Background: an optimization exercise with open tools, aiming at a short achievable clock period and few clock cycles. Do not read the settings as production practice. Where RTL was checked, it was by simulation tests only, not by an equivalence proof against the original. The RTL of runs 1 and 4 to 6 was laid out without a check of its function. No activity file was given, so power comes from the tool's default toggle rates.

==> flow/design.v <==
package ww_pkg;
	localparam int WORD_W = 16;
	localparam int ADDR_W = 11;
	localparam int OP_W = 5;
	localparam logic [ADDR_W-1:0] MEM_BASE = 11'o3740;
	localparam int MEM_WORDS = 32;
	localparam int FF_WORDS = 5;	 
	localparam int MEM_IDX_W = 5;
	localparam logic [7:0] REG_CONTROL = 8'h00;
	localparam logic [7:0] REG_STATUS = 8'h04;
	localparam logic [7:0] REG_AC = 8'h08;
	localparam logic [7:0] REG_PC = 8'h0C;
	localparam logic [7:0] MEM_WINDOW = 8'h80;
	localparam logic [OP_W-1:0] OP_TS = 5'o10;	 
	localparam logic [OP_W-1:0] OP_TD = 5'o11;	 
	localparam logic [OP_W-1:0] OP_CP = 5'o16;	 
	localparam logic [OP_W-1:0] OP_SP = 5'o17;	 
	localparam logic [OP_W-1:0] OP_CA = 5'o20;
	localparam logic [OP_W-1:0] OP_CS = 5'o21;
	localparam logic [OP_W-1:0] OP_AD = 5'o22;
	localparam logic [OP_W-1:0] OP_SU = 5'o23;
endpackage
`timescale 1ns/1ps
import ww_pkg::*;
module ww_control_panel (
	input logic clk,
	input logic reset,
	input logic psel,
	input logic penable,
	input logic pwrite,
	input logic [7:0] paddr,
	input logic [WORD_W-1:0] pwdata,
	output logic [WORD_W-1:0] prdata,
	output logic pready,
	output logic pslverr,
	input logic running,
	input logic running_nxt,
	input logic alarm_nxt,
	input logic [WORD_W-1:0] ac,
	input logic [ADDR_W-1:0] pc,
	input logic [MEM_WORDS*WORD_W-1:0] mem,
	output logic start,
	output logic [ADDR_W-1:0] start_pc,
	output logic mem_we,
	output logic [MEM_IDX_W-1:0] mem_idx,
	output logic [WORD_W-1:0] mem_wdata
);
	localparam int WAIT_MAX = 60;
	logic setup;
	logic waiting;
	logic is_mem;
	logic is_ctrl;
	logic is_stat;
	logic is_ac;
	logic is_pc;
	logic err;
	logic [MEM_IDX_W-1:0] idx;
	logic slow_rd;
	logic [ADDR_W-1:0] start_sw;	 
	logic [WORD_W-1:0] fast_rd;
	logic [5:0] wcnt;
	logic stat_q;	 
	logic [MEM_IDX_W-1:0] idx_q;
	logic err_q;
	assign setup = psel && !penable;
	assign waiting = psel && penable && !pready;
	assign idx = paddr[MEM_IDX_W+1:2];
	assign is_mem = paddr[7] && (paddr[1:0] == 2'b00);
	assign is_ctrl = paddr == REG_CONTROL;
	assign is_stat = paddr == REG_STATUS;
	assign is_ac = paddr == REG_AC;
	assign is_pc = paddr == REG_PC;
	assign err = !(is_mem || is_ctrl || is_stat || is_ac || is_pc) ||
		(pwrite && (is_stat || is_ac || is_pc)) ||
		(pwrite && running && (is_ctrl || is_mem));
	assign start = setup && pwrite && is_ctrl && !err;
	assign start_pc = pwdata[ADDR_W-1:0];
	assign slow_rd = !pwrite && is_mem && (idx >= MEM_IDX_W'(FF_WORDS));
	always_comb begin
		fast_rd = '0;
		if (is_mem) begin
			for (int i = 0; i < FF_WORDS; i++) begin
				if (idx == MEM_IDX_W'(i)) begin
					fast_rd = mem[i*WORD_W +: WORD_W];
				end
			end
		end else if (is_ctrl) begin
			fast_rd = {{(WORD_W-ADDR_W){1'b0}}, start_sw};
		end else if (is_stat) begin
			fast_rd = {{(WORD_W-2){1'b0}}, alarm_nxt, running_nxt};
		end else if (is_ac) begin
			fast_rd = ac;
		end else if (is_pc) begin
			fast_rd = {{(WORD_W-ADDR_W){1'b0}}, pc};
		end
	end
	always_ff @(posedge clk or negedge reset) begin
		if (!reset) begin
			start_sw <= '0;
			stat_q <= 1'b0;
			wcnt <= '0;
			mem_we <= 1'b0;
		end else begin
			mem_we <= setup && pwrite && is_mem && !err;
			if (start) begin
				start_sw <= start_pc;
			end
			if (setup) begin
				stat_q <= !pwrite && is_stat;
				wcnt <= '0;
			end else if (waiting) begin
				wcnt <= wcnt + 1'b1;
			end
		end
	end
	always_ff @(posedge clk) begin
		if (setup) begin
			err_q <= err;
		end
		pslverr <= setup ? err : err_q;
		if (setup) begin
			pready <= !(slow_rd || (!pwrite && is_stat && running_nxt));
		end else if (waiting) begin
			pready <= !stat_q || !running_nxt || wcnt == 6'(WAIT_MAX);
		end else begin
			pready <= 1'b1;
		end
	end
	always_ff @(posedge clk) begin
		if (setup) begin
			idx_q <= idx;
			mem_idx <= idx;
			mem_wdata <= pwdata;
		end
		if (setup) begin
			prdata <= fast_rd;
		end else if (stat_q) begin
			prdata <= {{(WORD_W-2){1'b0}}, alarm_nxt, running_nxt};
		end else begin
			prdata <= mem[idx_q*WORD_W +: WORD_W];
		end
	end
endmodule
`timescale 1ns/1ps
import ww_pkg::*;
module ww_sequencer (
	input logic clk,
	input logic reset,
	input logic start,	 
	input logic [ADDR_W-1:0] start_pc,
	input logic [MEM_WORDS*WORD_W-1:0] mem,	 
	output logic [FF_WORDS-1:0] st,
	output logic st_td,
	output logic [WORD_W-1:0] st_data,
	output logic [WORD_W-1:0] ac,
	output logic running,
	output logic running_nxt,
	output logic alarm,
	output logic alarm_nxt,
	output logic [ADDR_W-1:0] pc_out
);
	localparam logic [1:0] M_EX = 2'd0;
	localparam logic [1:0] M_R1 = 2'd1;
	localparam logic [1:0] M_R2 = 2'd2;
	localparam logic [1:0] M_R3 = 2'd3;
	logic [1:0] mode;
	logic [WORD_W-1:0] ir;
	logic [7:0] dec;	 
	logic [WORD_W-1:0] opr;	 
	logic [WORD_W-1:0] q1;	 
	logic [7:0] dec1;
	logic [WORD_W-1:0] q2;	 
	logic [7:0] dec2;
	logic [ADDR_W-1:0] pc;	 
	logic ovf_q;	 
	logic fe_q;	 
	logic [WORD_W-1:0] ac_alt;	 
	logic [ADDR_W-1:0] pc_alt;	 
	logic [FF_WORDS-1:0] st_alt;	 
	logic [WORD_W-1:0] old_alt;	 
	logic [ADDR_W-1:0] ia;
	logic ex;
	logic is_ld, is_add, is_ts, is_td, is_cp, is_sp;
	logic stop_op;
	logic jump;
	logic f_e;
	logic f_h;
	logic f_c;
	logic f_d;
	logic [FF_WORDS-1:0] st0;	 
	logic [FF_WORDS-1:0] st1;	 
	logic [WORD_W-1:0] acn;	 
	logic [WORD_W-1:0] y_f;	 
	logic hit2_0;
	logic [WORD_W-1:0] old1;
	logic fuse;
	logic [ADDR_W-1:0] nfa;	 
	logic slow;
	logic [WORD_W-1:0] y;	 
	logic [WORD_W-1:0] opr_j;
	logic [WORD_W-1:0] opr_1;
	logic [WORD_W-1:0] opr_2;
	logic [WORD_W-1:0] w_opr;
	logic [WORD_W-1:0] w;
	logic [7:0] w_dec;
	logic hit;
	logic [WORD_W-1:0] sum1;
	logic ovf1;
	logic ovf;
	logic stop;
	function automatic logic [WORD_W-1:0] rd(input logic [MEM_WORDS*WORD_W-1:0] m,
		input logic [ADDR_W-1:0] a);
		rd = '0;
		if (a[ADDR_W-1:MEM_IDX_W] == '1) begin
			rd = m[a[MEM_IDX_W-1:0]*WORD_W +: WORD_W];
		end
	endfunction
	function automatic logic [7:0] decode(input logic [OP_W-1:0] o);
		logic ld, add, neg, ts, td, cp, sp;
		ld = o == OP_CA || o == OP_CS;
		add = o == OP_AD || o == OP_SU;
		neg = o == OP_CS || o == OP_SU;
		ts = o == OP_TS;
		td = o == OP_TD;
		cp = o == OP_CP;
		sp = o == OP_SP;
		decode = {!(ld || add || ts || td || cp || sp), sp, cp, td, ts, neg, add, ld};
	endfunction
	function automatic logic in_ff(input logic [ADDR_W-1:0] a);
		in_ff = a[ADDR_W-1:MEM_IDX_W] == '1 && a[MEM_IDX_W-1:0] < MEM_IDX_W'(FF_WORDS);
	endfunction
	assign ia = ir[ADDR_W-1:0];
	assign ex = running && mode == M_EX && !ovf_q;
	assign is_ld = dec[0];
	assign is_add = dec[1];
	assign is_ts = dec[3];
	assign is_td = dec[4];
	assign is_cp = dec[5];
	assign is_sp = dec[6];
	assign stop_op = dec[7];
	assign jump = ex && (is_sp || (is_cp && ac[WORD_W-1]));
	assign f_e = (is_ld || is_add) && dec1[0];
	assign f_h = (is_ld || is_ts || is_td || is_cp) && dec1[7];
	assign f_c = (is_ts || is_td) && dec1[0];
	assign f_d = (is_ld || is_add) && (dec1[3] || dec1[4]) &&
		!(in_ff(q1[ADDR_W-1:0]) && q2[ADDR_W-1:0] == q1[ADDR_W-1:0]);
	assign fuse = ex && !jump && !in_ff(pc) && (f_e || f_h || f_c || f_d);
	assign acn = is_ld ? opr : sum1;
	for (genvar i = 0; i < FF_WORDS; i++) begin : g_st
		assign st0[i] = ex && (is_ts || is_td) && ia == MEM_BASE + ADDR_W'(i);
		assign st1[i] = fuse && f_d && q1[ADDR_W-1:0] == MEM_BASE + ADDR_W'(i);
	end
	assign st = (ovf_q && fe_q) ? st_alt : ((fuse && f_d) ? st1 : st0);
	assign st_td = (fuse && f_d) ? dec1[4] : (is_td && !ovf_q);
	assign st_data = (fuse && f_d) ? acn : (ovf_q ? old_alt : ac);
	assign old1 = rd(mem, q1[ADDR_W-1:0]);
	assign nfa = jump ? ia : (fuse ? pc + 1'b1 : pc);
	assign slow = in_ff(nfa);
	assign y = rd(mem, q1[ADDR_W-1:0]) ^ {WORD_W{dec1[2]}};
	assign hit = (st0 != '0) && q1[ADDR_W-1:0] == ia;
	assign opr_j = rd(mem, opr[ADDR_W-1:0]);
	always_comb begin
		opr_1 = rd(mem, q1[ADDR_W-1:0]);
		if (hit) begin
			opr_1[ADDR_W-1:0] = ac[ADDR_W-1:0];
			if (!is_td) begin
				opr_1[WORD_W-1:ADDR_W] = ac[WORD_W-1:ADDR_W];
			end
		end
	end
	assign y_f = opr_1 ^ {WORD_W{dec1[2]}};
	assign hit2_0 = (st0 != '0) && q2[ADDR_W-1:0] == ia;
	always_comb begin
		opr_2 = rd(mem, q2[ADDR_W-1:0]);
		if (hit2_0) begin
			opr_2[ADDR_W-1:0] = ac[ADDR_W-1:0];
			if (!is_td) begin
				opr_2[WORD_W-1:ADDR_W] = ac[WORD_W-1:ADDR_W];
			end
		end
	end
	assign w = jump ? opr : (fuse ? q2 : q1);
	assign w_dec = jump ? decode(opr[WORD_W-1:ADDR_W]) : (fuse ? dec2 : dec1);
	assign w_opr = (jump ? opr_j : (fuse ? opr_2 : opr_1)) ^ {WORD_W{w_dec[2]}};
	ww_arith u_add1 (
		.a(ac),
		.b(opr),
		.sum(sum1),
		.overflow(ovf1)
	);
	assign ovf = ex && is_add && ovf1;
	assign stop = ovf_q || (ex && (stop_op || (fuse && f_h)));
	assign running_nxt = start || (running && !stop);
	assign alarm_nxt = !start && (alarm || ovf_q);
	always_ff @(posedge clk or negedge reset) begin
		if (!reset) begin
			running <= 1'b0;
			alarm <= 1'b0;
			ovf_q <= 1'b0;
			fe_q <= 1'b0;
			mode <= M_R1;
			pc_out <= '0;
			ac <= '0;
		end else begin
			running <= running_nxt;
			alarm <= alarm_nxt;
			ovf_q <= ovf;
			fe_q <= fuse && (f_e || f_d);
			if (start) begin
				mode <= M_R1;
			end else if (running) begin
				case (mode)
					M_R1: mode <= M_R2;
					M_R2: mode <= M_R3;
					M_R3: mode <= M_EX;
					default: begin
						if (slow) begin
							mode <= M_R1;
						end
					end
				endcase
			end
			if (ex) begin
				pc_out <= fuse ? pc + 1'b1 : pc;
				if (fuse && f_e) begin
					ac <= y;
				end else if (fuse && f_c) begin
					ac <= y_f;
				end else if (is_ld) begin
					ac <= opr;
				end else if (is_add) begin
					ac <= sum1;	 
				end
			end else if (ovf_q && fe_q) begin
				ac <= ac_alt;
				pc_out <= pc_alt;
			end
		end
	end
	always_ff @(posedge clk) begin
		ac_alt <= sum1;
		pc_alt <= pc;
		st_alt <= (fuse && f_d) ? st1 : '0;
		old_alt <= old1;
		ir <= w;
		dec <= w_dec;
		opr <= w_opr;
		if (jump) begin
			q1 <= rd(mem, ia + 11'd1);
			dec1 <= decode(rd(mem, ia + 11'd1) >> ADDR_W);
			q2 <= rd(mem, ia + 11'd2);
			dec2 <= decode(rd(mem, ia + 11'd2) >> ADDR_W);
		end else if (fuse) begin
			q1 <= rd(mem, pc + 11'd2);
			dec1 <= decode(rd(mem, pc + 11'd2) >> ADDR_W);
			q2 <= rd(mem, pc + 11'd3);
			dec2 <= decode(rd(mem, pc + 11'd3) >> ADDR_W);
		end else begin
			q1 <= q2;
			dec1 <= dec2;
			q2 <= rd(mem, pc + 11'd2);
			dec2 <= decode(rd(mem, pc + 11'd2) >> ADDR_W);
		end
		pc <= nfa + 1'b1;
		if (start) begin
			pc <= start_pc - 11'd2;
		end else if (ex && slow) begin
			pc <= nfa - 11'd2;
		end
	end
endmodule
`timescale 1ns/1ps
import ww_pkg::*;
module ww_storage (
	input logic clk,
	input logic reset,
	input logic pwe,	 
	input logic [MEM_IDX_W-1:0] pidx,
	input logic [WORD_W-1:0] pdata,
	input logic [FF_WORDS-1:0] st,	 
	input logic st_td,	 
	input logic [WORD_W-1:0] st_data,
	output logic [MEM_WORDS*WORD_W-1:0] q
);
	logic [WORD_W-1:0] mem [MEM_WORDS];
	logic [WORD_W-1:0] nxt [FF_WORDS];
	for (genvar i = 0; i < MEM_WORDS; i++) begin : g_out
		assign q[i*WORD_W +: WORD_W] = mem[i];
		if (i < FF_WORDS) begin : g_ff
			always_comb begin
				nxt[i] = mem[i];
				if (pwe && pidx == MEM_IDX_W'(i)) begin
					nxt[i] = pdata;
				end else if (st[i]) begin
					nxt[i] = st_td ? {mem[i][WORD_W-1:ADDR_W], st_data[ADDR_W-1:0]} : st_data;
				end
			end
		end
	end
	always_ff @(posedge clk or negedge reset) begin
		if (!reset) begin
			for (int i = 0; i < FF_WORDS; i++) begin
				mem[i] <= '0;	 
			end
		end else begin
			for (int i = 0; i < FF_WORDS; i++) begin
				mem[i] <= nxt[i];
			end
		end
	end
	always_ff @(posedge clk) begin
		for (int i = FF_WORDS; i < MEM_WORDS; i++) begin
			if (reset && pwe && (pidx == MEM_IDX_W'(i))) begin
				mem[i] <= pdata;
			end
		end
	end
endmodule
`timescale 1ns/1ps
import ww_pkg::*;
module ww_arith (
	input logic [WORD_W-1:0] a,
	input logic [WORD_W-1:0] b,
	output logic [WORD_W-1:0] sum,
	output logic overflow
);
	logic [WORD_W-1:0] g0;
	logic [WORD_W-1:0] p0;
	logic [WORD_W-1:0] g [0:4];	 
	logic [WORD_W-1:0] p [0:4];
	logic cout;
	logic [WORD_W-1:0] carry;
	assign g0 = a & b;
	assign p0 = a ^ b;
	assign g[0] = g0;
	assign p[0] = p0;
	for (genvar l = 0; l < 4; l++) begin : g_lvl
		for (genvar i = 0; i < WORD_W; i++) begin : g_bit
			if (i >= (1 << l)) begin : g_comb
				assign g[l+1][i] = g[l][i] | (p[l][i] & g[l][i-(1<<l)]);
				assign p[l+1][i] = p[l][i] & p[l][i-(1<<l)];
			end else begin : g_pass
				assign g[l+1][i] = g[l][i];
				assign p[l+1][i] = p[l][i];
			end
		end
	end
	assign cout = g[4][WORD_W-1];
	assign carry[0] = cout;
	for (genvar i = 1; i < WORD_W; i++) begin : g_carry
		assign carry[i] = g[4][i-1] | (p[4][i-1] & cout);
	end
	assign sum = p0 ^ carry;
	assign overflow = (a[WORD_W-1] == b[WORD_W-1]) && (sum[WORD_W-1] != a[WORD_W-1]);
endmodule
`timescale 1ns/1ps
import ww_pkg::*;
module ww_top (
	input logic clk,
	input logic reset,
	input logic psel,
	input logic penable,
	input logic pwrite,
	input logic [7:0] paddr,
	input logic [WORD_W-1:0] pwdata,
	output logic [WORD_W-1:0] prdata,
	output logic pready,
	output logic pslverr
);
	logic start;
	logic [ADDR_W-1:0] start_pc;
	logic running;
	logic running_nxt;
	logic alarm;
	logic alarm_nxt;
	logic [ADDR_W-1:0] pc;
	logic [WORD_W-1:0] ac;
	logic mem_we;
	logic [MEM_IDX_W-1:0] mem_idx;
	logic [WORD_W-1:0] mem_wdata;
	logic [FF_WORDS-1:0] st;
	logic st_td;
	logic [WORD_W-1:0] st_data;
	logic [MEM_WORDS*WORD_W-1:0] mem_q;
	ww_control_panel u_panel (
		.clk(clk),
		.reset(reset),
		.psel(psel),
		.penable(penable),
		.pwrite(pwrite),
		.paddr(paddr),
		.pwdata(pwdata),
		.prdata(prdata),
		.pready(pready),
		.pslverr(pslverr),
		.running(running),
		.running_nxt(running_nxt),
		.alarm_nxt(alarm_nxt),
		.ac(ac),
		.pc(pc),
		.mem(mem_q),
		.start(start),
		.start_pc(start_pc),
		.mem_we(mem_we),
		.mem_idx(mem_idx),
		.mem_wdata(mem_wdata)
	);
	ww_sequencer u_seq (
		.clk(clk),
		.reset(reset),
		.start(start),
		.start_pc(start_pc),
		.mem(mem_q),
		.st(st),
		.st_td(st_td),
		.st_data(st_data),
		.ac(ac),
		.running(running),
		.running_nxt(running_nxt),
		.alarm(alarm),
		.alarm_nxt(alarm_nxt),
		.pc_out(pc)
	);
	ww_storage u_storage (
		.clk(clk),
		.reset(reset),
		.pwe(mem_we),
		.pidx(mem_idx),
		.pdata(mem_wdata),
		.st(st),
		.st_td(st_td),
		.st_data(st_data),
		.q(mem_q)
	);
endmodule
==> flow/flow/run.sh <==
#!/bin/bash
# Standard ORFS layout, with the timing repair aiming for extra setup slack
# (the clock period and the SDC are left as they are).
set -euo pipefail
bash standard.sh SETUP_SLACK_MARGIN=6.3 finish > flow_make.log 2>&1
==> flow/standard.sh <==
#!/bin/bash
# synth_recipe.tcl (not shown) runs the flow's synth.tcl, then flattens the netlist and writes it again
# the make line also repeats each setting of config.mk as NAME=value (left out here)
make -C /OpenROAD-flow-scripts/flow DESIGN_CONFIG=/design/flow/config.mk WORK_HOME=/design/flow/orfs CLKGATE_MAP_FILE= SYNTH_SCRIPT=/design/flow/synth_recipe.tcl "${@:-finish}"
==> flow/config.mk <==
export PLATFORM = sky130hd
export DESIGN_NAME = ww_top
export DESIGN_NICKNAME = ww_top
export VERILOG_FILES = /design/flow/design.v
export SDC_FILE = /design/flow/constraint.sdc
export NUM_CORES = 4
export LEC_CHECK = 0
export ABC_CLOCK_PERIOD_IN_PS = 2500
export CAP_MARGIN = 20
export CORE_MARGIN = 2
export CORE_UTILIZATION = 35
export SLEW_MARGIN = 20
==> flow/constraint.sdc <==
create_clock -name core_clock -period 9.0 [get_ports {clk}]
set_input_delay 1.8000 -clock core_clock [delete_from_list [all_inputs] [get_ports {clk}]]
set_output_delay 1.8000 -clock core_clock [all_outputs]
set_load 0.01 [all_outputs]
==> results of run 1 <==
## repair_timing
action | in CTS | in global routing
gates resized for setup | 1008 | 330
endpoints found under the setup margin | 734 | 395
pin swaps | 226 | 184
setup buffers | 401 | 111
gates cloned | 95 | 21
hold buffers | 0 | 0
hold endpoints to repair | 0 | 0
## area by class of cell
class	count	area [um2]
antenna	6	15.01
clock inverter	51	644.4
fill	14750	95650
tap	2355	2947
clock buffer	121	2565
sequential	734	20050
timing repair buffer	807	11450
inverter	40	176.4
multi-input combinational	3125	44540
## registers in the layout, indices dropped and copies added, names as in the netlist, 2 cells and up
signal,count
u_panel.mem_idx,5
u_panel.mem_wdata,16
u_panel.prdata,16
u_panel.start_sw,11
u_panel.wcnt,6
u_seq.ac,16
u_seq.ac_alt,16
u_seq.dec,7
u_seq.dec1,8
u_seq.dec2,8
u_seq.ir,11
u_seq.mode,2
u_seq.old_alt,16
u_seq.opr,16
u_seq.pc,11
u_seq.pc_alt,11
u_seq.pc_out,11
u_seq.q1,11
u_seq.q2,11
u_seq.st_alt,5
u_storage.mem,512
## per-layer routing
metal | up-vias | part of all wire
li1 | 19690 | -
met1 | 28500 | 0.31
met2 | 6585 | 0.39
met3 | 1724 | 0.20
met4 | 36 | 0.092
met5 | - | 0.0037
## cell usage after synthesis, types with 48 or more instances
| cell type | instances |
|---|---|
| edfxtp_1 | 454 |
| dfxtp_1 | 148 |
| a31oi_1 | 49 |
| o21ai_0 | 128 |
| nor3_1 | 48 |
| a22oi_1 | 58 |
| xnor2_1 | 69 |
| buf_1 | 70 |
| mux4_2 | 1283 |
| buf_2 | 114 |
| xor2_1 | 50 |
| dfrtp_1 | 131 |
| o22ai_1 | 68 |
| nand2_1 | 346 |
| clkbuf_1 | 237 |
| nor2_1 | 184 |
| nand3_1 | 78 |
| a21oi_1 | 157 |
| mux2i_1 | 158 |
## worst max-delay path by stage
stage,from,endpoint,slack (ns),cells after the start
final,u_seq.q2[10],u_seq.pc[4],5.42,16
after global routing,u_seq.q1[0],u_seq.pc[2],5.47,15
after CTS,u_seq.mode[0],u_seq.pc[1],5.68,14
after detailed placement,u_seq.ir[0],u_seq.q1[6],3.81,8
after global placement,u_seq.q1[4],u_seq.mode[1],3.84,11
after floorplan,paddr[3],u_panel.prdata[1],5.27,10
## power breakdown
part	switching, uW	internal (uW)
registers	154	3660
logic	1660	1200
clock network	1720	2340
total	3530	7200
## worst reg2reg max path, cell delays in order (launching register included)
cell and delay [ns]:
dfxtp_1 0.61, xor2_1 0.19, nor4_4 0.30, and4_4 0.38
o21ai_4 0.10, buf_12 0.14, nand2_4 0.06, o21ai_4 0.06
o21ai_4 0.18, inv_2 0.08, buf_4 0.14, buf_4 0.12
buf_6 0.12, or3_1 0.34, nor3_1 0.33, a21oi_1 0.12
o31ai_1 0.20
## cell families after synthesis
group	Yosys count
xor+xnor	119
mux	1453
fa+ha+maj	33
simple gates	847
buf+inv	490
compound gates	665
flops	734
## through the flow
| step | hold slack, ns | cells | cell area [um2] | setup slack (ns) | utilization |
|---|---|---|---|---|---|
| floorplan | 0.3258 | 4341 | 64060 | 5.267 | - |
| global placement | 0.3994 | 6423 | 65910 | 3.838 | 0.3702 |
| detailed placement | 0.3960 | 6428 | 66010 | 3.805 | 0.3708 |
| CTS | 0.4057 | 7096 | 79390 | 5.680 | 0.4459 |
| global route | 0.4193 | 7236 | 82380 | 5.474 | 0.4627 |
| finish | 0.4173 | 7239 | 82390 | 5.416 | 0.4628 |
==> impl_results.md, run 1 <==
* HPWL Detailed at 165.1 mm
* Relative slew margins at 0.1714
* Least-Margin Pin Slew at 1.242 ns
* Yosys cell types at between 100 and 150
* First-pass GRT wire length at 423.4 mm
* Reg2Reg Depth at 16
* Mux cell area share after synthesis at 0.4897
* Worst setup path class: flop to flop
* Setup TNS at 0 ns
* Routed wire length per instance at 43.41 um
* CP peak stage delay at roughly 0.61 ns
* Hold depth at 0
* Max Freq at about 280 MHz
* Slowest-stage cell, CP: dfxtp_1
* Layout cell share with drive strength beyond 1 at 0.5882
* Initial antenna violation count at 13
* Area contributors post-synth: mux4_2, edfxtp_1, dfrtp_1
* Slew Viols, Final at 0
* Global-route met3 utilization at 0.1893
* Hold Path Class: flop to flop
* Post-synth top area cell: mux4_2
* DR iter-0 viols at ~11000
* Worst VDD drop at about 170 uV
* XOR/XNOR share of the synthesized area at 0.01667
* Crit. End Element: flop
* Max Cap Viol at 0
* Core area at approximately 0.18 mm2
* Worst endpoint data arrival time at 4.27 ns
* Worst path cell trace: xor2_1, nor4_4, and4_4, o21ai_4, buf_12, nand2_4, o21ai_4, o21ai_4, inv_2, buf_4, buf_4, buf_6, or3_1, nor3_1, a21oi_1, o31ai_1
* Power Dens Cells at 130.3 mW/mm2
* Final setup vio count at 0
* Compound-Gate Fraction of Synth Area at 0.06952
* Setup slack, reg-to-reg at approximately 5.4 ns
* CTS Buffer Depth at 3
* Met1 Use GR at 0.3983
* Post-synth net total at 4403
* Row count at 155
* RSZ-0062 raised after global routing: yes
* Hold path startpoint: u_seq.pc[10]
* Clk_skew at 0.07695 ns
* Die area at 0.1820 mm2
* Vias at ~57000
* Initial core utilization at 0.3511
* Commonest non-fill, non-tap cell in the layout: mux4_2
* CTS sink count at between 700 and 800
* Critical path fanouts, max at 5
* Worst EP required at 9.69 ns
* DRT Pass-1 Iters at 9
* Largest family of logic cells by synthesized area: multiplexers
* Root Buffer: clkbuf_16
* DR DRC count at 0
* Hold endpoint: u_seq.pc_alt[10]
* Clock latency (worst-skew pair) at slightly above 0.8 ns
* Critical path buffers and inverters at 5
* P&R area growth vs syn at 31.80%
* Chip width at 426.6 um
* CP top delay family: simple AND/OR/NAND/NOR gates
* Status: finished clean
* Final min period at 3.584 ns
* Most used DFF post-synth: edfxtp_1
* Adder-Cell Fraction of Synth Area at 0.006726
* Post-synthesis sequential area ratio at 0.3184
* Largest net degree at the start of global routing at 66
* Post-synth EDFFs at approximately 450
* Grt peak-use layer: met2
* I/O Pins at 47
* Cell repeated most along the worst path: o21ai_4
* Final net count at 4861
* Critical Path Source Type: flop
* Commonest non-fill, non-tap cells in the layout: mux4_2, edfxtp_1, buf_4
* Final wirelength at ~310 mm
* Antenna violation net count after detailed routing at 0
* Power, Total at 10730 uW
* Asr flop ratio synth at 0.1798
* Vias per cell at 7.810
* GRT met2 Usage at 0.4455
* Synthesized cell area at 0.06251 mm2
* Top-area cell type share of the netlist area at 0.4623
* Gpl congestion at 1.031
* Flops & latches, synth at 734
* R2r endpoint: u_seq.pc[4]
* Worst-path clk slew at 0.06 ns
* Fin. Hold Viols at 0
* Fin crit share at 0.3982
* CTS tree: built
* Leakage power at 0.02655 uW
* Synth warn at 8
* Die Height at 426.6 um
* H-tree levels at 3
* Total track usage at 0.3319
* Mapped Cells at around 4300
* Cts bufs inserted at 91
* Post-synthesis simple-gate area fraction at 0.06441
* Port bufs at 46
* Total grt overflow at 0
* Reg2reg start: u_seq.q2[10]
* Number of global-route vias before repair at 53100
* Synthesized area per cell at 14.40 um2
==> run 2, diff against run 1 <==
--- a/flow/design.v
+++ b/flow/design.v
@@ -61,7 +61,6 @@
 	logic [5:0] wcnt;
 	logic stat_q;	 
 	logic [MEM_IDX_W-1:0] idx_q;
-	logic err_q;
 	assign setup = psel && !penable;
 	assign waiting = psel && penable && !pready;
 	assign idx = paddr[MEM_IDX_W+1:2];
@@ -115,29 +114,28 @@
 	end
 	always_ff @(posedge clk) begin
 		if (setup) begin
-			err_q <= err;
-		end
-		pslverr <= setup ? err : err_q;
-		if (setup) begin
+			pslverr <= err;
 			pready <= !(slow_rd || (!pwrite && is_stat && running_nxt));
 		end else if (waiting) begin
-			pready <= !stat_q || !running_nxt || wcnt == 6'(WAIT_MAX);
+			if (!stat_q || !running_nxt || wcnt == 6'(WAIT_MAX)) begin
+				pready <= 1'b1;
+			end
 		end else begin
 			pready <= 1'b1;
 		end
 	end
 	always_ff @(posedge clk) begin
 		if (setup) begin
+			prdata <= fast_rd;
 			idx_q <= idx;
 			mem_idx <= idx;
 			mem_wdata <= pwdata;
-		end
-		if (setup) begin
-			prdata <= fast_rd;
-		end else if (stat_q) begin
-			prdata <= {{(WORD_W-2){1'b0}}, alarm_nxt, running_nxt};
-		end else begin
-			prdata <= mem[idx_q*WORD_W +: WORD_W];
+		end else if (waiting) begin
+			if (stat_q) begin
+				prdata <= {{(WORD_W-2){1'b0}}, alarm_nxt, running_nxt};
+			end else begin
+				prdata <= mem[idx_q*WORD_W +: WORD_W];
+			end
 		end
 	end
 endmodule
==> impl_results.md, run 2 <==
* Port bufs at 46
* Crit. End Element: flop
* Vias per cell at 7.696
* Least-Margin Pin Slew at 1.034 ns
* Worst endpoint data arrival time at 4.14 ns
* Synthesized area per cell at roughly 14 um2
* CP peak stage delay at between 0.5 and 0.6 ns
* Post-synth EDFFs at 471
* Commonest non-fill, non-tap cell in the layout: mux4_2
* Chip width at about 430 um
* Biggest register: u_storage.mem
* Row count at 155
* Most used DFF post-synth: edfxtp_1
* Final setup vio count at 0
* Asr flop ratio synth at 0.1798
* Power, Total at ~13000 uW
* Post-synthesis simple-gate area fraction at 0.07053
* Critical Path Source Type: flop
* Clk_skew at 0.05437 ns
* Total track usage at 0.3268
* Global-route met3 utilization at 0.1756
* Initial core utilization at 0.3512
* Final min period at 3.476 ns
* CTS sink count at 734
* Max reg flops at 512
* Antenna violation net count after detailed routing at 0
* Gpl congestion at 0.9609
* Number of global-route vias before repair at just over 50000
* Cts bufs inserted at 85
* DR iter-0 viols at 10710
* Leakage power at 0.02698 uW
* Most common cell in the netlist: mux4_2
* Die area at 0.1819 mm2
* Yosys cell types at 95
* Fin crit share at 0.3862
* Synthesized cell area at 0.06246 mm2
* Slowest-stage cell, CP: mux4_2
* Synth warn at 8
* Pre-CTS setup slack at 3.573 ns
* Worst VDD drop at 173.1 uV
* Compound-Gate Fraction of Synth Area at 0.06697
* Met1 Use GR at 0.3762
* H-tree levels at 3
* WHS at 0.4478 ns
* Worst EP required at 9.67 ns
* Post-synth top area cell: mux4_2
* Layout cell share with drive strength beyond 1 at 0.5838
* XOR/XNOR share of the synthesized area at 0.01641
* CTS Buffer Depth at 3
* Core area at 0.1778 mm2
* RSZ-0062 raised after global routing: yes
* Initial antenna violation count at 12
* Worst setup path class: flop to flop
* Mux cell area share after synthesis at 0.4857
* CTS tree: built
* Critical path fanouts, max at 5
* Post-layout util at 0.4638
* Largest net degree at the start of global routing at 105
* I/O Pins at 47
* Flops & latches, synth at about 730
* Power Dens Cells at approximately 150 mW/mm2
* Top cells by count, synth: mux4_2, edfxtp_1, nand2_1
* First-pass GRT wire length at approximately 420 mm
* HPWL Detailed at 165.1 mm
* DR DRC count at 0
* Vias at 56480
* Setup slack after layout at approximately 5.5 ns
* Largest family of logic cells by synthesized area: multiplexers
* Setup TNS at 0 ns
* GRT met2 Usage at 0.4512
* Hold Path Class: flop to flop
* Post-synthesis sequential area ratio at 0.3213
* Final net count at between 4000 and 5000
* Relative slew margins at 0.2908
* Final wirelength at 310.2 mm
* Area contributors post-synth: mux4_2, edfxtp_1, dfrtp_1
* Worst path cell trace: buf_6, buf_6, buf_12, buf_6, buf_12, buf_16, buf_12, mux4_2, mux4_2, mux2i_4, nor2_4, a22o_1, a21oi_1, o22ai_1, xor2_1
* Fin. Hold Viols at 0
* DRT Pass-1 Iters at 14
* Slew Viols, Final at 0
* Routed wire length per instance at 42.28 um
* Filler Cells Inserted at 14680
* Root Buffer: clkbuf_16
* Max Cap Viol at 0
* Max Freq at roughly 290 MHz
* Post-synth net total at roughly 4500
* Total grt overflow at 0
* Grt peak-use layer: met2
* Clock latency (worst-skew pair) at 0.77 ns
* P&R area growth vs syn at 32.06%
* Die Height at 426.4 um
* Mapped Cells at 4433
* Top-area cell type share of the netlist area at 0.4507
* Commonest non-fill, non-tap cells in the layout: mux4_2, edfxtp_1, buf_4
* Worst-path clk slew at 0.08 ns
* Status: finished clean
* Adder-Cell Fraction of Synth Area at 0.006731
[run 2: cell count changes in the layout (fill, tap and decap cells not counted), sizes merged, moves of 18 or more]
cell	delta
a22oi	-18
a21oi	-24
xor2	+23
mux2	+46
mux4	-33
nor2	+29
buf	+42
nand2	+67
xnor2	-25
clkbuf	-21
[run 2: final cells by class]
class / count / area, um2 / area share
repair buffers: 838 / 11560 / 0.1401
well taps: 2355 / 2947 / 0.03572
flip-flops and latches: 734 / 20200 / 0.2448
inverters: 36 / 175.2 / 0.002124
diodes: 7 / 17.52 / 0.0002124
multi-input cells: 3211 / 44620 / 0.5409
repair inverters: 1 / 7.507 / 0.00009101
clock buffers: 110 / 2386 / 0.02893
clock inverters: 46 / 581.8 / 0.007053
[run 2: where the power goes]
part | total (uW) | internal [uW] | switching [uW]
Clock | 3820 | 2180 | 1650
Sequential | 3920 | 3690 | 230
Combinational | 4790 | 2190 | 2600
[run 2: per-layer routing]
metal  vias up  share of wire
met5         -         0.0018
met4        24           0.11
met3      1903           0.19
met2      6418           0.40
met1     28210           0.30
li1      19920              -
[run 2: logic make-up after synthesis]
group | Yosys count
adder cells (fa/ha/maj) | 33
flip-flops | 734
multiplexers | 1461
AND/OR/NAND/NOR | 958
AO/OA/AOI/OAI | 636
buffers and inverters | 494
XOR/XNOR | 117
[run 2: metrics by stage]
stage | cell area [um2] | cells
after floorplan | 64410 | 4433
after global placement | 66220 | 6495
after detailed placement | 66380 | 6502
after CTS | 79530 | 7172
after global routing | 82470 | 7332
final | 82490 | 7338
[run 2: timing repair]
| action | CTS | global route |
|---|---|---|
| pin swaps | 248 | 210 |
| setup endpoints to repair | 786 | 304 |
| setup buffers | 426 | 137 |
| resized for setup | 981 | 314 |
| cloned | 88 | 12 |
| hold buffers | 0 | 0 |
[run 2: path summary, 6_finish.rpt]
kind                             startpoint                  end  slack (ns)  depth (start not counted)
worst min register to register  u_seq.pc[8]      u_seq.pc_alt[8]        0.45                          0
worst min-delay path            u_seq.pc[8]      u_seq.pc_alt[8]        0.45                          0
worst max register to register  u_seq.q1[0]         u_seq.opr[5]        5.52                         15
max in group asynchronous             reset        u_seq.running        6.65                          3
worst max-delay path            u_seq.q1[0]         u_seq.opr[5]        5.52                         15
min in group asynchronous             reset  u_storage.mem[4][1]        0.88                          1
[run 2: critical path: cells and delay by family (launching register included)]
family                 cells  cell delay, ns
AO/OA/AOI/OAI              3            0.48
AND/OR/NAND/NOR            1            0.11
multiplexers               3            1.31
flip-flops                 1            0.40
XOR/XNOR                   1            0.26
buffers and inverters      7            0.80
Testbench counts of run 2, summed over its fixed seeds: cycles 21,461.
==> run 3, diff against run 2 <==
--- a/flow/config.mk
+++ b/flow/config.mk
@@ -8,5 +8,5 @@
 export ABC_CLOCK_PERIOD_IN_PS = 2500
 export CAP_MARGIN = 20
 export CORE_MARGIN = 2
-export CORE_UTILIZATION = 35
+export CORE_UTILIZATION = 45
 export SLEW_MARGIN = 20
==> impl_results.md, run 3 <==
* Reg2Reg Depth at 11
* WHS at 0.4233 ns
* Post-synth EDFFs at roughly 470
* Commonest non-fill, non-tap cell in the layout: mux4_2
* CP peak stage delay at 0.49 ns
* Layout cell share with drive strength beyond 1 at 0.5950
* Total track usage at 0.4373
* Largest family of logic cells by synthesized area: multiplexers
* Die Height at about 380 um
* Slowest-stage cell, CP: dfxtp_2
* Root Buffer: clkbuf_16
* Worst setup path class: flop to flop
* HPWL Detailed at 171.8 mm
* Power Dens Cells at 153.9 mW/mm2
* Die area at 0.1418 mm2
* Critical path fanouts, max at 5
* Setup slack, reg-to-reg at 5.59 ns
* Yosys cell types at between 90 and 100
* Synthesized cell area at 0.06246 mm2
* Worst Setup SP: u_seq.q2[5]
* I/O Pins at between 40 and 50
* Commonest non-fill, non-tap cells in the layout: mux4_2, edfxtp_1, buf_4
* DR DRC count at 0
* Cell repeated most along the worst path: mux2i_2
* Flops & latches, synth at 734
* P&R area growth vs syn at 32.12%
* # hold bufs at CTS at 0
* CTS tree: built
* RSZ-0062 raised after global routing: yes
* Routed wire length per instance at 47.38 um
* Slew Viols, Final at 0
* Leakage power at 0.02726 uW
* Mux cell area share after synthesis at 0.4857
* Pre-CTS setup slack at between 3 and 4 ns
* Mapped Cells at 4433
* Biggest register: u_storage.mem
* Vias per cell at 8.352
* Post-synthesis simple-gate area fraction at 0.07053
* Top-area cell type share of the netlist area at 0.4507
* Worst EP required at about 9.6 ns
* Status: finished clean
* Final setup vio count at 0
* Grt peak-use layer: met2
* CTS sink count at about 730
* Final net count at ~5000
* Worst-path clk slew at 0.06 ns
* Most used DFF post-synth: edfxtp_1
* Clk_skew at 0.05202 ns
* Max Cap Viol at 0
* Clock latency (worst-skew pair) at 0.76 ns
* Cts bufs inserted at 88
* Most common cell in the netlist: mux4_2
* Asr flop ratio synth at 0.1798
* Global-route met3 utilization at 0.2541
* Reg2reg start: u_seq.q2[5]
* Adder-Cell Fraction of Synth Area at 0.006731
* Crit. End Element: flop
* First-pass GRT wire length at 427.9 mm
* Initial core utilization at 0.4537
* DRT Pass-1 Iters at 12
* Hold Path Class: flop to flop
* Area contributors post-synth: mux4_2, edfxtp_1, dfrtp_1
* Post-synth top area cell: mux4_2
* Max reg flops at 512
* Post-layout util at 0.5995
* Total grt overflow at 0
* Synthesized area per cell at 14.09 um2
* CP top delay family: simple AND/OR/NAND/NOR gates
* Port bufs at 46
* Met1 Use GR at 0.5200
* Least-Margin Pin Slew at 0.9673 ns
* Post-synth net total at approximately 4500
* Gpl congestion at about 1.0
* Max Freq at 292.9 MHz
* Final min period at 3.415 ns
* Worst path cell trace: xor2_1, nor4_2, and4_4, buf_6, o22ai_4, mux2i_2, a2111oi_4, or3b_4, nor3_4, mux2_4, mux2i_2
* Critical path depth in cells at 11
* Crit path to: u_seq.pc[2]
* Worst VDD drop at 171.2 uV
* Power, Total at 12700 uW
* Row count at approximately 140
* Compound-Gate Fraction of Synth Area at 0.06697
* Top cells by count, synth: mux4_2, edfxtp_1, nand2_1
* Vias at 56790
* DR iter-0 viols at 11510
* Largest net degree at the start of global routing at 69
* XOR/XNOR share of the synthesized area at 0.01641
* Critical path buffers and inverters at 1
* Number of global-route vias before repair at about 53000
* Core area at 0.1377 mm2
* Chip width at 376.6 um
* Setup slack after layout at 5.585 ns
* CTS Buffer Depth at 3
* Fin. Hold Viols at 0
* Post-synthesis sequential area ratio at 0.3213
* Relative slew margins at 0.3544
* R2r endpoint: u_seq.pc[2]
* Setup TNS at 0 ns
* Synth warn at 8
* Antenna violation net count after detailed routing at 0
* H-tree levels at 3
* Critical Path Source Type: flop
* Final wirelength at 322.2 mm
* Fin crit share at 0.3794
* Initial antenna violation count at 9
* GRT met2 Usage at 0.5813
* Worst endpoint data arrival time at a little over 4 ns
run 3: cell type report:
| class | count | area, um2 |
|---|---|---|
| well taps | 1794 | 2245 |
| repair inverters | 1 | 7.507 |
| repair buffers | 849 | 11800 |
| fillers | 9770 | 55140 |
| diodes | 9 | 22.52 |
| clock inverters | 53 | 566.8 |
| inverters | 36 | 171.4 |
| multi-input cells | 3213 | 45070 |
| clock buffers | 111 | 2431 |
| flip-flops and latches | 734 | 20210 |
run 3: worst min-delay path by stage:
stage	start	end	slack (ns)	cells past startpoint
2_1_floorplan	u_seq.pc[4]	u_seq.pc_alt[4]	0.33	0
3_3_place_gp	u_seq.pc_alt[8]	u_seq.pc_out[8]	0.43	2
3_5_place_dp	u_seq.pc[7]	u_seq.pc_alt[7]	0.44	0
4_1_cts	u_seq.pc[9]	u_seq.pc_alt[9]	0.42	0
5_1_grt	u_seq.pc[9]	u_seq.pc_alt[9]	0.42	0
6_report	u_seq.pc[9]	u_seq.pc_alt[9]	0.42	0
run 3: repair_timing:
action,in CTS,in global routing
endpoints found under the setup margin,697,438
cloned,95,28
buffers inserted,399,141
pin swaps,230,207
resized for setup,1033,377
run 3: cell families (layout without fill, tap and decap cells):
logic type,Yosys count,after routing
simple gates,958,965
buf+inv,494,1050
flops,734,734
mux,1461,1461
other cells,0,9
fa+ha+maj,33,33
xor+xnor,117,117
compound gates,636,637
run 3: power breakdown:
group	switching, uW	internal [uW]	total [uW]
combinational	2670	2270	4950
sequential	203	3690	3890
clock	1660	2200	3860
total	4530	8170	12700
run 3: stage by stage:
stage,cell area [um2],cells
final,82520,6800
after global routing,82500,6791
after CTS,78870,6616
after detailed placement,65720,5958
after global placement,65710,5957
after floorplan,64410,4433
run 3: layer usage:
| layer | part of all wire | vias up |
|---|---|---|
| met2 | 0.39 | 6494 |
| li1 | - | 19920 |
| met4 | 0.10 | 35 |
| met1 | 0.30 | 28440 |
| met3 | 0.20 | 1910 |
| met5 | 0.0039 | - |
==> run 4, diff against run 3 <==
--- a/flow/design.v
+++ b/flow/design.v
@@ -305,7 +305,7 @@
 			ovf_q <= ovf;
 			fe_q <= fuse && (f_e || f_d);
 			if (start) begin
-				mode <= M_R1;
+				mode <= M_R2;
 			end else if (running) begin
 				case (mode)
 					M_R1: mode <= M_R2;
@@ -361,7 +361,9 @@
 		end
 		pc <= nfa + 1'b1;
 		if (start) begin
-			pc <= start_pc - 11'd2;
+			q2 <= rd(mem, start_pc);
+			dec2 <= decode(rd(mem, start_pc) >> ADDR_W);
+			pc <= start_pc - 11'd1;
 		end else if (ex && slow) begin
 			pc <= nfa - 11'd2;
 		end
--- a/flow/config.mk
+++ b/flow/config.mk
@@ -8,5 +8,5 @@
 export ABC_CLOCK_PERIOD_IN_PS = 2500
 export CAP_MARGIN = 20
 export CORE_MARGIN = 2
-export CORE_UTILIZATION = 45
+export CORE_UTILIZATION = 55
 export SLEW_MARGIN = 20
==> impl_results.md, run 4 <==
* Status: finished clean
* Post-synth top area cell: mux4_2
* Setup TNS at 0 ns
* Asr flop ratio synth at 0.1798
* I/O Pins at 47
* Commonest non-fill, non-tap cell in the layout: mux4_2
* Hold endpoint: u_seq.pc_out[2]
* Hold depth at 2
* Reg2reg start: u_seq.ir[3]
* Worst EP required at 9.47 ns
* Mapped Cells at around 4600
* Chip width at 353.3 um
* Clk_skew at ~0.043 ns
* Final setup vio count at 0
* Power, Total at 10840 uW
* Critical Path Source Type: input port
* Biggest register: u_storage.mem
* DRT Pass-1 Iters at 9
* Synthesized cell area at 0.06712 mm2
* Power Dens Cells at 127.4 mW/mm2
* Hold Path Class: flop to flop
* FF+latch area at 0.02018 mm2
* Number of global-route vias before repair at 56070
* Commonest non-fill, non-tap cells in the layout: mux4_2, edfxtp_1, buf_4
* Hold path startpoint: u_seq.pc_alt[2]
* Filler Cells Inserted at 7852
* Routed wire length per instance at approximately 52 um
* Antenna violation net count after detailed routing at 0
* Final wirelength at 346.0 mm
* Post-synth EDFFs at 471
* Area contributors post-synth: mux4_2, edfxtp_1, dfrtp_1
* Worst-path clk slew at 0.06 ns
* Row count at 128
* Core area at 0.1214 mm2
* First-pass GRT wire length at 464.2 mm
* Die Height at 353.3 um
* Top cells by count, synth: mux4_2, edfxtp_1, clkbuf_1
* Setup slack, reg-to-reg at about 5.4 ns
* Multi-input gate area at 0.04869 mm2
* Root Buffer: clkbuf_16
* Yosys cell types at 107
* Largest net degree at the start of global routing at 123
* Top sig layer: met5
* Post-synthesis sequential area ratio at 0.2990
* Met2 WL at roughly 130 mm
* DR DRC count at 0
* Max reg flops at 512
* Layout cell share with drive strength beyond 1 at 0.6100
* Final net count at 5049
* Top-area cell type share of the netlist area at 0.4835
* # hold bufs at CTS at 0
* Max Cap Viol at 0
* CTS tree: built
* Fin. Hold Viols at 0
* Worst endpoint data arrival time at 4.22 ns
* Synthesized area per cell at 14.44 um2
* RSZ-0062 raised after global routing: yes
* Reg2Reg Depth at 11
* CTS Buffer Depth at 3
* Fin crit share at 0.4172
* Gpl congestion at 1.033
* Flops & latches, synth at 734
* Final min period at 3.755 ns
* Vias at 60240
* Critical path fanouts, max at 8
* Vias per cell at 8.991
* Slew Viols, Final at 0
* Port bufs at 46
* Relative slew margins at 0.1408
* Most used DFF post-synth: edfxtp_1
* Worst setup path class: input port to flop
* Worst VDD drop at 266.0 uV
* H-tree levels at 3
* Routed wire length on met3 at 74.36 mm
* HPWL Detailed at 189.1 mm
* DR iter-0 viols at approximately 12000
* Initial core utilization at 0.5529
* Cts bufs inserted at 90
* Max Freq at about 270 MHz
* P&R area growth vs syn at 26.74%
* Total grt overflow at 0
* Clock latency (worst-skew pair) at 0.75 ns
* Most common cell in the netlist: mux4_2
* Leakage power at 0.02817 uW
* R2r endpoint: u_seq.dec2[5]
* Least-Margin Pin Slew at about 1.3 ns
* Initial antenna violation count at 24
* Die area at 0.1248 mm2
* Total track usage at 0.5433
* Crit. End Element: flop
* Synth warn at 8
* CTS sink count at 734
* Post-synth net total at 4711
* Wl on met1 at 104.5 mm
run 4: changes by cell type after synthesis, moves of 24 or more:
cell      before   now
mux4_2      1250  1441
buf_2         87   111
nand3_1       78    50
nand2_1      417   323
o21ai_1       10    35
o21ai_0      109   152
clkbuf_1     253   338
run 4: power by group:
group	total, uW	internal, uW	switching, uW
logic	2880	1280	1600
clock network	4190	2500	1690
registers	3780	3650	131
run 4: critical path, stage by stage:
cell and delay (ns):
buf_8 0.09, nor3_4 0.05, buf_12 0.13, buf_12 0.12
and3_4 0.25, buf_6 0.17, a222oi_1 1.08, o22ai_1 0.21
nand2_1 0.21, o21ai_1 0.09
run 4: routing by layer:
layer,vias to the layer above,global-route usage
met4,50,0.3788
met5,-,0.03698
li1,20780,-
met2,7172,0.6827
met1,30320,0.6563
met3,1918,0.3686
run 4: how the worst max path moves through the flow:
stage | from | end | slack, ns | cells after the start
floorplan | pwdata[0] | u_seq.dec2[7] | 4.94 | 10
global placement | paddr[6] | u_panel.prdata[0] | 2.87 | 12
detailed placement | paddr[6] | u_panel.prdata[0] | 2.81 | 12
CTS | pwdata[0] | u_seq.dec2[7] | 5.48 | 9
global route | u_seq.mode[1] | u_seq.pc[2] | 5.39 | 15
finish | paddr[6] | u_panel.prdata[7] | 5.25 | 10
run 4: what timing repair did:
item	in CTS	in global routing
resized for setup	1004	326
buffers inserted	403	100
pin swaps	231	180
setup endpoints to repair	710	381
cloned	82	15
run 4: area by class of cell:
class                           instances  share of cell area
Tap cell                             1625             0.02390
Timing Repair Buffer                  802              0.1254
Sequential cell                       734              0.2372
Inverter                               41            0.002177
Multi-Input combinational cell       3317              0.5723
Antenna cell                           13           0.0003824
Clock inverter                         56            0.009001
Clock buffer                          112             0.02953
run 4: cell families (layout without fill, tap and decap cells):
kind of cell,after synthesis,in the layout,share of synthesized area
AOI/OAI and AO/OA,695,698,0.06873
xor gates and xnor gates,112,112,0.01473
adders and majority gates,34,34,0.006450
buffers and inverters,605,1011,0.03803
DFF,734,734,0.2990
muxes,1649,1649,0.5154
other,0,13,0
and+or+nand+nor,819,824,0.05764
run 4: metrics by stage:
stage                     utilization  setup WS (ns)  area (um2)  hold WS, ns  instances
after floorplan                     -          4.938       68870       0.3319       4648
after global placement         0.5726          2.866       69520       0.4364       5906
after detailed placement       0.5729          2.810       69550       0.4477       5908
after CTS                      0.6789          5.479       82410       0.4546       6561
after global routing           0.7005          5.385       85040       0.4713       6688
final                          0.7008          5.245       85070       0.4487       6700
==> run 5, diff against run 4 <==
--- a/flow/config.mk
+++ b/flow/config.mk
@@ -8,5 +8,5 @@
 export ABC_CLOCK_PERIOD_IN_PS = 2500
 export CAP_MARGIN = 20
 export CORE_MARGIN = 2
-export CORE_UTILIZATION = 55
+export CORE_UTILIZATION = 45
 export SLEW_MARGIN = 20
==> impl_results.md, run 5 <==
* I/O Pins at 47
* Internal power at 7459 uW
* Final min period at ~3.7 ns
* Yosys cell types at 107
* Setup slack, reg-to-reg at ~5.3 ns
* Reg2reg start: u_seq.q2[10]
* Max reg flops at 512
* DR iter-0 viols at 12030
* Worst path cell trace: xor2_1, nor4_4, nand4b_4, buf_12, a211oi_4, a211oi_4, nor2_4, buf_6, buf_6, ha_4, o21ai_4, nor4_4, buf_4, xor2_1, o21ai_1
* Final net count at 5110
* Final wirelength at 347.9 mm
* Chip width at 390.2 um
* Finished Layout Cells at 7074
* Slowest-stage cell, CP: dfxtp_1
* Hold Path Class: flop to flop
* Largest net degree at the start of global routing at 61
* Commonest non-fill, non-tap cell in the layout: mux4_2
* Design area at 0.08695 mm2
* Filler Cells Inserted at 10710
* Worst EP required at a little under 10 ns
* Max Cap Viol at 0
* Vias at 61170
* Post-placement cell count at 6213
* CTS Buffer Depth at 3
* Die Height at 390.2 um
* Total grt overflow at 0
* Status: finished clean
* Top cells by count, synth: mux4_2, edfxtp_1, clkbuf_1
* Critical path buffers and inverters at 4
* Number of global-route vias before repair at around 56000
* Placed cell area at 0.06989 mm2
* Setup TNS at 0 ns
* Max Freq at between 200 and 300 MHz
* Power Dens Cells at 126.7 mW/mm2
* Mapped Cells at 4648
* Synth warn at 8
* Clk_skew at 0.05516 ns
* Critical path fanouts, max at 6
* Initial antenna violation count at 12
* Worst-path clk slew at 0.06 ns
* Root Buffer: clkbuf_16
* H-tree levels at 3
* Initial core utilization at 0.4540
* R2r endpoint: u_seq.pc[6]
* Power, Total at 11010 uW
* First-pass GRT wire length at 465.5 mm
* CP peak stage delay at 0.63 ns
* Flops & latches, synth at ~730
* CTS sink count at roughly 730
* Combinational group share of total power at 0.277
* Biggest register: u_storage.mem
* Fin. Hold Viols at 0
* Antenna violation net count after detailed routing at 0
* HPWL Detailed at 186.4 mm
* FF+latch area at around 0.02 mm2
* Slew Viols, Final at 0
* Port bufs at 46
* Area contributors post-synth: mux4_2, edfxtp_1, dfrtp_1
* P&R area growth vs syn at 29.54%
* RSZ-0062 raised after global routing: yes
* Relative slew margins at 0.1004
* DRT Pass-1 Iters at 22
* DR DRC count at 0
* Least-Margin Pin Slew at ~1.3 ns
* Post-synth EDFFs at 471
* NetSw at 3555 uW
* Post-synth top area cell: mux4_2
* Gpl congestion at 1.032
* Reg2Reg Depth at 15
* Worst endpoint data arrival time at 4.39 ns
* Vias per cell at 8.647
* Worst setup path class: flop to flop
* Post-synthesis sequential area ratio at 0.2990
* Net Sw Frac at 0.3227
* Critical path depth in cells at 15
* Critical Path Source Type: flop
* Fin crit share at 0.4154
* Crit. End Element: flop
* Top-area cell type share of the netlist area at 0.4835
* Layout cell share with drive strength beyond 1 at 0.6205
* CP top delay family: simple AND/OR/NAND/NOR gates
* Die area at 0.1523 mm2
* Cts bufs inserted at 90
* Synthesized area per cell at 14.44 um2
* Core area at 0.1478 mm2
* CTS tree: built
* Commonest non-fill, non-tap cells in the layout: mux4_2, edfxtp_1, buf_4
* Clock Power Share at 0.379
* Routed wire length per instance at ~50 um
* Crit path to: u_seq.pc[6]
* Most common cell in the netlist: mux4_2
* Asr flop ratio synth at 0.1798
* Synthesized cell area at roughly 0.067 mm2
* Leakage power at about 0.029 uW
* Post-synth net total at 4711
* Row count at 141
* Reg power frac at 0.344
* Worst VDD drop at 148.3 uV
* Most used DFF post-synth: edfxtp_1
* Multi-input gate area at 0.04885 mm2
* Final setup vio count at 0
* Clock latency (worst-skew pair) at approximately 0.8 ns
* Worst Setup SP: u_seq.q2[10]
* Total track usage at 0.4445
==> run 5: cell counts after synthesis <==
Identical to the previous run, type by type.
==> run 5: layout make-up <==
class,count,area share
sequential,734,0.2323
antenna,19,0.0005468
clock inverter,66,0.01085
multi-input combinational,3316,0.5619
clock buffer,104,0.02723
inverter,41,0.002159
timing repair buffer,864,0.1373
tap,1930,0.02777
==> run 5: worst min-delay path by stage <==
stage                     from               to  slack (ns)  cells after the start
3_3_place_gp   u_seq.pc_alt[2]  u_seq.pc_out[2]        0.44                      2
2_1_floorplan      u_seq.pc[6]  u_seq.pc_alt[6]        0.33                      0
4_1_cts        u_seq.pc_alt[2]  u_seq.pc_out[2]        0.45                      2
5_1_grt            u_seq.pc[6]  u_seq.pc_alt[6]        0.48                      0
6_report       u_seq.pc_alt[2]  u_seq.pc_out[2]        0.46                      2
3_5_place_dp   u_seq.pc_alt[2]  u_seq.pc_out[2]        0.45                      2
==> run 5: kinds of logic (layout without fill, tap and decap cells) <==
group	after synthesis	count (layout)	share of synthesized area
AO/OA/AOI/OAI	695	699	0.06873
XOR/XNOR	112	112	0.01473
adder cells (fa/ha/maj)	34	34	0.006450
buffers and inverters	605	1075	0.03803
flip-flops	734	734	0.2990
multiplexers	1649	1649	0.5154
other	0	19	0
AND/OR/NAND/NOR	819	822	0.05764
==> run 5: routing by layer <==
metal	up-vias	share of wire	GRT usage
met4	52	0.11	0.3290
met5	-	0.0052	0.06252
met1	30670	0.30	0.5185
li1	20920	-	-
met2	7408	0.38	0.5711
met3	2124	0.21	0.2913
==> run 5: worst reg2reg max path, cell delays in order, from the launching register on <==
cell and delay, ns:
dfxtp_1 0.63, xor2_1 0.23, nor4_4 0.43, nand4b_4 0.29
buf_12 0.22, a211oi_4 0.43, a211oi_4 0.10, nor2_4 0.16
buf_6 0.11, buf_6 0.09, ha_4 0.14, o21ai_4 0.07
nor4_4 0.32, buf_4 0.17, xor2_1 0.14, o21ai_1 0.09
==> run 5: through the flow <==
stage / setup slack [ns] / utilization / hold WS, ns
6_report: 5.261 / 0.5881 / 0.4603
5_1_grt: 5.292 / 0.5879 / 0.4759
4_1_cts: 5.562 / 0.5666 / 0.4549
3_5_place_dp: 3.147 / 0.4728 / 0.4482
3_3_place_gp: 3.189 / 0.4726 / 0.4377
2_1_floorplan: 4.938 / - / 0.3319
==> run 5: repair_timing <==
| action | 4_1_cts | 5_1_grt |
|---|---|---|
| setup endpoints to repair | 768 | 540 |
| setup buffers | 426 | 137 |
| gates resized for setup | 1114 | 358 |
| cloned | 85 | 12 |
| hold buffers | 0 | 0 |
| pin swaps | 243 | 206 |
==> run 5: power by group through the flow <==
stage	combinational, uW	sequential, uW	clock, uW
floorplan	1360	3760	0
global placement	1970	3860	0
detailed placement	1990	3860	0
CTS	2670	3790	4150
global route	3010	3780	4280
finish	3060	3790	4170
==> run 6, diff against run 5 <==
--- a/flow/design.v
+++ b/flow/design.v
@@ -61,6 +61,7 @@
 	logic [5:0] wcnt;
 	logic stat_q;	 
 	logic [MEM_IDX_W-1:0] idx_q;
+	logic err_q;
 	assign setup = psel && !penable;
 	assign waiting = psel && penable && !pready;
 	assign idx = paddr[MEM_IDX_W+1:2];
@@ -114,28 +115,29 @@
 	end
 	always_ff @(posedge clk) begin
 		if (setup) begin
-			pslverr <= err;
+			err_q <= err;
+		end
+		pslverr <= setup ? err : err_q;
+		if (setup) begin
 			pready <= !(slow_rd || (!pwrite && is_stat && running_nxt));
 		end else if (waiting) begin
-			if (!stat_q || !running_nxt || wcnt == 6'(WAIT_MAX)) begin
-				pready <= 1'b1;
-			end
+			pready <= !stat_q || !running_nxt || wcnt == 6'(WAIT_MAX);
 		end else begin
 			pready <= 1'b1;
 		end
 	end
 	always_ff @(posedge clk) begin
 		if (setup) begin
-			prdata <= fast_rd;
 			idx_q <= idx;
 			mem_idx <= idx;
 			mem_wdata <= pwdata;
-		end else if (waiting) begin
-			if (stat_q) begin
-				prdata <= {{(WORD_W-2){1'b0}}, alarm_nxt, running_nxt};
-			end else begin
-				prdata <= mem[idx_q*WORD_W +: WORD_W];
-			end
+		end
+		if (setup) begin
+			prdata <= fast_rd;
+		end else if (stat_q) begin
+			prdata <= {{(WORD_W-2){1'b0}}, alarm_nxt, running_nxt};
+		end else begin
+			prdata <= mem[idx_q*WORD_W +: WORD_W];
 		end
 	end
 endmodule
@@ -191,6 +193,8 @@
 	logic [WORD_W-1:0] y_f;	 
 	logic hit2_0;
 	logic [WORD_W-1:0] old1;
+	logic same12;	 
+	logic [WORD_W-1:0] rj1, rj2, rf1, rf2, rs2;
 	logic fuse;
 	logic [ADDR_W-1:0] nfa;	 
 	logic slow;
@@ -227,7 +231,15 @@
 	function automatic logic in_ff(input logic [ADDR_W-1:0] a);
 		in_ff = a[ADDR_W-1:MEM_IDX_W] == '1 && a[MEM_IDX_W-1:0] < MEM_IDX_W'(FF_WORDS);
 	endfunction
+	function automatic logic same(input logic [WORD_W-1:0] a, input logic [WORD_W-1:0] b);
+		same = in_ff(a[ADDR_W-1:0]) && a[ADDR_W-1:0] == b[ADDR_W-1:0];
+	endfunction
 	assign ia = ir[ADDR_W-1:0];
+	assign rj1 = rd(mem, ia + 11'd1);
+	assign rj2 = rd(mem, ia + 11'd2);
+	assign rf1 = rd(mem, pc + 11'd2);
+	assign rf2 = rd(mem, pc + 11'd3);
+	assign rs2 = rf1;
 	assign ex = running && mode == M_EX && !ovf_q;
 	assign is_ld = dec[0];
 	assign is_add = dec[1];
@@ -240,8 +252,7 @@
 	assign f_e = (is_ld || is_add) && dec1[0];
 	assign f_h = (is_ld || is_ts || is_td || is_cp) && dec1[7];
 	assign f_c = (is_ts || is_td) && dec1[0];
-	assign f_d = (is_ld || is_add) && (dec1[3] || dec1[4]) &&
-		!(in_ff(q1[ADDR_W-1:0]) && q2[ADDR_W-1:0] == q1[ADDR_W-1:0]);
+	assign f_d = (is_ld || is_add) && (dec1[3] || dec1[4]) && !same12;
 	assign fuse = ex && !jump && !in_ff(pc) && (f_e || f_h || f_c || f_d);
 	assign acn = is_ld ? opr : sum1;
 	for (genvar i = 0; i < FF_WORDS; i++) begin : g_st
@@ -305,7 +316,7 @@
 			ovf_q <= ovf;
 			fe_q <= fuse && (f_e || f_d);
 			if (start) begin
-				mode <= M_R2;
+				mode <= M_R1;
 			end else if (running) begin
 				case (mode)
 					M_R1: mode <= M_R2;
@@ -344,26 +355,27 @@
 		dec <= w_dec;
 		opr <= w_opr;
 		if (jump) begin
-			q1 <= rd(mem, ia + 11'd1);
-			dec1 <= decode(rd(mem, ia + 11'd1) >> ADDR_W);
-			q2 <= rd(mem, ia + 11'd2);
-			dec2 <= decode(rd(mem, ia + 11'd2) >> ADDR_W);
+			q1 <= rj1;
+			dec1 <= decode(rj1[WORD_W-1:ADDR_W]);
+			q2 <= rj2;
+			dec2 <= decode(rj2[WORD_W-1:ADDR_W]);
+			same12 <= same(rj1, rj2);
 		end else if (fuse) begin
-			q1 <= rd(mem, pc + 11'd2);
-			dec1 <= decode(rd(mem, pc + 11'd2) >> ADDR_W);
-			q2 <= rd(mem, pc + 11'd3);
-			dec2 <= decode(rd(mem, pc + 11'd3) >> ADDR_W);
+			q1 <= rf1;
+			dec1 <= decode(rf1[WORD_W-1:ADDR_W]);
+			q2 <= rf2;
+			dec2 <= decode(rf2[WORD_W-1:ADDR_W]);
+			same12 <= same(rf1, rf2);
 		end else begin
 			q1 <= q2;
 			dec1 <= dec2;
-			q2 <= rd(mem, pc + 11'd2);
-			dec2 <= decode(rd(mem, pc + 11'd2) >> ADDR_W);
+			q2 <= rs2;
+			dec2 <= decode(rs2[WORD_W-1:ADDR_W]);
+			same12 <= same(q2, rs2);
 		end
 		pc <= nfa + 1'b1;
 		if (start) begin
-			q2 <= rd(mem, start_pc);
-			dec2 <= decode(rd(mem, start_pc) >> ADDR_W);
-			pc <= start_pc - 11'd1;
+			pc <= start_pc - 11'd2;
 		end else if (ex && slow) begin
 			pc <= nfa - 11'd2;
 		end
--- a/flow/config.mk
+++ b/flow/config.mk
@@ -8,5 +8,5 @@
 export ABC_CLOCK_PERIOD_IN_PS = 2500
 export CAP_MARGIN = 20
 export CORE_MARGIN = 2
-export CORE_UTILIZATION = 45
+export CORE_UTILIZATION = 35
 export SLEW_MARGIN = 20
==> impl_results.md, run 6 <==
* Vias per cell at around 7.7
* Flops & latches, synth at 735
* R2r endpoint: u_seq.pc[2]
* Reg2Reg Depth at 14
* Setup slack, reg-to-reg at 5.44 ns
* Commonest non-fill, non-tap cells in the layout: mux4_2, edfxtp_1, nand2_1
* Most common cell in the netlist: mux4_2
* Multi-input gate area at ~0.045 mm2
* DR iter-0 viols at roughly 12000
* Post-synth net total at 4751
* Root Buffer: clkbuf_16
* Worst VDD drop at 151.6 uV
* Crit. End Element: flop
* Mapped Cells at 4688
* Gpl congestion at a little over 1
* Chip width at 428.7 um
* Top cells by count, synth: mux4_2, edfxtp_1, nand2_1
* Fin crit share at 0.3960
* Row count at 155
* Synthesized cell area at between 0.06 and 0.07 mm2
* Finished Layout Cells at 7569
* Total track usage at 0.3335
* WHS at 0.4149 ns
* Final min period at ~3.6 ns
* Critical path fanouts, max at 6
* Hold depth at 0
* Power Dens Cells at about 130 mW/mm2
* Post-placement cell count at 6773
* Die area at ~0.18 mm2
* Largest net degree at the start of global routing at 54
* Number of global-route vias before repair at ~54000
* Commonest non-fill, non-tap cell in the layout: mux4_2
* Fin. Hold Viols at 0
* H-tree levels at 3
* CTS Buffer Depth at 3
* Worst EP required at 9.64 ns
* Clk_skew at about 0.028 ns
* Reg2reg start: u_seq.mode[1]
* Final setup vio count at 0
* Initial core utilization at 0.3531
* Worst endpoint data arrival time at around 4.2 ns
* Worst setup path class: flop to flop
* Layout cell share with drive strength beyond 1 at 0.5311
* Worst-path clk slew at 0.06 ns
* Max Freq at 280.6 MHz
* Top-area cell type share of the netlist area at 0.4117
* Yosys cell types at 90
* FF+latch area at between 0.02 and 0.025 mm2
* Antenna violation net count after detailed routing at 0
* Power, Total at around 10000 uW
* DR DRC count at 0
* DRT Pass-1 Iters at 14
* Leakage power at 0.02648 uW
* Relative slew margins at 0.1808
* Post-synthesis sequential area ratio at 0.3155
* Synthesized area per cell at 13.47 um2
* Area contributors post-synth: mux4_2, edfxtp_1, dfrtp_1
* Filler Cells Inserted at 15070
* Critical Path Source Type: flop
* Final net count at around 5200
* Clock latency (worst-skew pair) at 0.74 ns
* RSZ-0062 raised after global routing: yes
* Least-Margin Pin Slew at 1.229 ns
* CTS sink count at 735
* I/O Pins at 47
* Status: finished clean
* Pre-CTS setup slack at 3.714 ns
* P&R area growth vs syn at 30.94%
* Hold path startpoint: u_seq.pc[10]
* Total grt overflow at 0
* Initial antenna violation count at 16
## run 6: cell count changes in the layout (fill, tap and decap cells not counted), moves of 16 or more
| cell | previous run | this run |
|---|---|---|
| o221ai_1 | 3 | 27 |
| nor2_1 | 119 | 182 |
| mux4_2 | 1441 | 1160 |
| buf_6 | 154 | 112 |
| nand2_1 | 243 | 397 |
| o211ai_1 | 34 | 15 |
| nor3_1 | 27 | 48 |
| a21oi_2 | 29 | 47 |
| o21ai_2 | 41 | 19 |
| a21oi_1 | 79 | 123 |
| mux2_2 | 26 | 10 |
| mux4_1 | 0 | 29 |
| mux2i_1 | 107 | 155 |
| edfxtp_1 | 471 | 454 |
## run 6: layer usage
metal | share of wire | track usage | up-vias
li1 | - | - | 20780
met1 | 0.31 | 0.3929 | 29210
met2 | 0.40 | 0.4551 | 6809
met3 | 0.20 | 0.1898 | 1823
met4 | 0.097 | 0.2294 | 30
met5 | 0.0023 | 0.009368 | -
## run 6: what timing repair did
action / in CTS / in global routing
cloned: 83 / 20
pin swaps: 179 / 155
buffers inserted: 375 / 149
hold buffers: 0 / 0
setup endpoints to repair: 730 / 290
gates resized for setup: 987 / 344
## run 6: logic make-up after synthesis
group           after synthesis  synth area share
buf+inv                     509           0.03565
fa+ha+maj                    34          0.006857
xor+xnor                    129           0.01801
flops                       735            0.3155
simple gates               1055           0.07561
mux                        1424            0.4648
compound gates              802           0.08356
## run 6: area by class of cell
cell class | instances | area share
Clock buffer | 117 | 0.02935
Antenna cell | 6 | 0.0001816
Timing Repair Buffer | 816 | 0.1381
Sequential cell | 735 | 0.2427
Inverter | 47 | 0.003042
Multi-Input combinational cell | 3448 | 0.5448
Tap cell | 2355 | 0.03564
Clock inverter | 45 | 0.006236
## run 6: how the worst max path moves through the flow
stage,end,depth (start not counted),slack (ns),start
floorplan,u_seq.same12,18,5.28,u_seq.pc[0]
global placement,u_seq.same12,11,3.81,u_seq.ir[0]
detailed placement,u_panel.prdata[1],10,3.71,penable
CTS,u_seq.same12,11,5.61,u_seq.ir[2]
global route,u_seq.pc[2],14,5.39,u_seq.mode[0]
finish,u_seq.pc[2],14,5.44,u_seq.mode[1]
## run 6: through the flow
step	instance area [um2]	utilization
final	82670	0.4623
after global routing	82660	0.4623
after CTS	79550	0.4449
after detailed placement	66770	0.3734
after global placement	66710	0.3731
after floorplan	64970	-
## run 6: critical path: stages (launching register included)
cell,delay [ns]
dfrtp_1,0.40
inv_2,0.08
ha_4,0.15
nand3b_1,0.15
buf_12,0.19
a311o_2,0.45
buf_4,0.17
buf_4,0.14
a2111oi_4,0.26
xnor2_1,0.18
a21oi_2,0.27
nand2_2,0.13
nor4_4,0.39
mux2_4,0.34
mux2i_1,0.17
## run 6: power breakdown
part | internal [uW] | switching [uW] | total, uW
Combinational | 1140 | 1720 | 2850
Clock | 2160 | 1640 | 3800
Sequential | 3640 | 104 | 3740
Total | 6940 | 3460 | 10400

Check on run 6: ideal ports give 5.436 ns setup slack; a clkbuf_16 on the clock port and buf_2 on the inputs give 5.436 ns; moving port delays by the midpoint clock arrival (0.818 ns) as well gives 5.167 ns.
